From an optimization exercise on the open Yosys and OpenROAD flow, aimed at small area, a short achievable clock period and few clock cycles; shortcuts taken in it are not production practice. RTL that was checked went through simulation tests only; none was proved equivalent to the original. Power and IR drop assume default switching activity.

==> flow/design.v (excerpt) <==
module phi_copy_sequencer
#(
    parameter int unsigned     ID_W       = phi_copy_sequencer_pkg::DEF_ID_W,
    parameter int unsigned     MAX_COPIES = 8,
    parameter logic [ID_W-1:0] TEMP_ID    = ID_W'(phi_copy_sequencer_pkg::DEF_TEMP_ID)
) (
    input  logic            clk,
    input  logic            rst,
    input  logic            in_valid,
    output logic            in_ready,
    input  logic [ID_W-1:0] in_dest,
    input  logic [ID_W-1:0] in_src,
    input  logic            in_last,
    output logic            out_valid,
    input  logic            out_ready,
    output logic [ID_W-1:0] out_dest,
    output logic [ID_W-1:0] out_src,
    output logic            out_last,
    output logic            out_nop,
    output logic            err_overflow,
    output logic            err_dup
);
clock: 7.0 ns
lec_check: 0
cap_margin: 20
core_margin: 2
core_utilization: 30
cts_cluster_diameter: 100
cts_cluster_size: 24
setup_slack_margin: 4.7
slew_margin: 20
tns_end_percent: 25
standard.sh (not shown) runs the stock make flow with config.mk's settings and CLKGATE_MAP_FILE= SYNTH_SCRIPT=/design/flow/synth_recipe.tcl, a recipe that flattens the netlist after the stock synthesis.
==> flow/flow/run.sh <==
#!/bin/bash
# The standard layout, with faster port buffers (buf_4 instead of the
# default delay-buffer pick) and gate sizing not tied to the cell footprint.
# make's full output goes to standard.log; ORFS keeps each step's log under orfs/logs.
set -o pipefail
bash standard.sh MATCH_CELL_FOOTPRINT=0 "BUFFER_PORTS_ARGS=-buffer_cell sky130_fd_sc_hd__buf_4" finish > standard.log 2>&1
Change:
Settings changed: TNS_END_PERCENT 25 to 5.
Result:
- The changed run passed the timing, DRC and antenna checks
- design area falls by 1.7%
- die area stays the same
- register-to-register slack gets worse by 80 ps
- hold slack stays flat
- clock-buffer cell count stays the same
No run of this note included a check of the RTL's function; only the layout flow was run.

* * *

alpha:
Another version of the RTL of phi_copy_sequencer (not shown whole).
Size in the first run: ~2,200 cells after synthesis, roughly 540 flip-flops, roughly 75 I/O pins, ~26,000 um2 of cells after synthesis.
Design phi_copy_sequencer, start of the top module:
module phi_copy_sequencer
#(
    parameter int unsigned     ID_W       = phi_copy_sequencer_pkg::DEF_ID_W,
    parameter int unsigned     MAX_COPIES = 8,
    parameter logic [ID_W-1:0] TEMP_ID    = ID_W'(phi_copy_sequencer_pkg::DEF_TEMP_ID)
) (
    input  logic            clk,
    input  logic            rst,
    input  logic            in_valid,
    output logic            in_ready,
    input  logic [ID_W-1:0] in_dest,
    input  logic [ID_W-1:0] in_src,
    input  logic            in_last,
    output logic            out_valid,
    input  logic            out_ready,
    output logic [ID_W-1:0] out_dest,
    output logic [ID_W-1:0] out_src,
    output logic            out_last,
    output logic            out_nop,
    output logic            err_overflow,
    output logic            err_dup
);
export LEC_CHECK = 0
export CAP_MARGIN = 20
export CORE_MARGIN = 2
export CORE_UTILIZATION = 30
export SETUP_SLACK_MARGIN = 4.4
export SLEW_MARGIN = 20
export TNS_END_PERCENT = 25
create_clock -name core_clock -period 7.0 [get_ports {clk}]
Scripts as last shown in full above: flow/flow/run.sh
Testbench counts of alpha, summed over its fixed seeds: cycles 39,532.
Input-level comparison between beta and alpha:
Settings: a change of SETUP_SLACK_MARGIN from 4.4 to 5.0; a change of TNS_END_PERCENT from 25 to 5.
Findings:
- beta: PASS, flow complete, no timing, DRC or antenna violations
- Run comparison: alpha worst setup path startpoint r_dest[0]; beta worst setup path startpoint em[4]
- Diff alpha -> beta: power went up by 1.2%, clock skew went up by 11 ps.
- Diff alpha -> beta | share of post-route cells with drive strength above 1 | increase of 3.6 points
- beta improves on alpha in minimum clock period.

* * *

Another version of the RTL of phi_copy_sequencer (not shown whole).
Size in the first run: ~2300 cells after synthesis, ~27000 µm² of cells after synthesis.
export LEC_CHECK = 0
export CAP_MARGIN = 20
export CORE_MARGIN = 2
export CORE_UTILIZATION = 30
export SETUP_SLACK_MARGIN = 5.0
export SLEW_MARGIN = 20
export TNS_END_PERCENT = 5
create_clock -name core_clock -period 7.0 [get_ports {clk}]
Scripts as last shown in full above: flow/flow/run.sh
Change:
- ABC_AREA: default -> 1
Outcome: The changed run produced a clean layout; synthesized cell count went up by well over a third; via count went up by a quarter to a third; non-clock buffer count went up by 60.
Function was not checked in any run of this note: the RTL went through the layout flow alone.

static timing again, ports no longer ideal:
The flow's constraints put no driver on any port. The routed layouts listed below were extracted and timed again, unchanged, in two steps. Step 1 sets driving cells, clkbuf_16 on the clock port and buf_2 on the other inputs (assumed; they add their load-dependent delay and slew). Step 2, shift: input delay + t, output delay - t, t = (earliest + latest rising clock arrival at the registers) / 2. This alone moves slack from input paths to output paths. a / b / c = no drivers / after step 1 / after step 2; a / b = the first two.
run | t, ns | setup WS [ns] | worst hold slack (ns) | worst setup path after step 2 | slew at the worst register clock pin (ns)
the first run of note 1 | 0.701 | 4.353 / 4.321 / 3.657 | 0.396 / 0.396 / 0.396 | input to register | 0.11 / 0.11
the second run of note 1 | 0.699 | 4.277 / 4.277 / 3.640 | 0.394 / 0.394 / 0.394 | input to register | 0.11 / 0.11
alpha | 0.699 | 4.340 / 4.300 / 3.731 | 0.367 / 0.367 / 0.367 | input to register | 0.07 / 0.07
beta | 0.701 | 4.397 / 4.331 / 3.748 | 0.332 / 0.332 / 0.332 | input to register | 0.07 / 0.07
the first run of note 3 | 0.689 | 4.021 / 4.021 / 3.658 | 0.350 / 0.350 / 0.350 | input to register | 0.07 / 0.07
the second run of note 3 | 0.715 | 4.338 / 4.271 / 3.673 | 0.372 / 0.372 / 0.372 | input to register | 0.07 / 0.07
After both steps setup and hold are still met in every run listed. For the first run of note 1, which loses most, drivers alone change the setup slack by -0.032 ns; drivers and shift together by -0.696 ns.
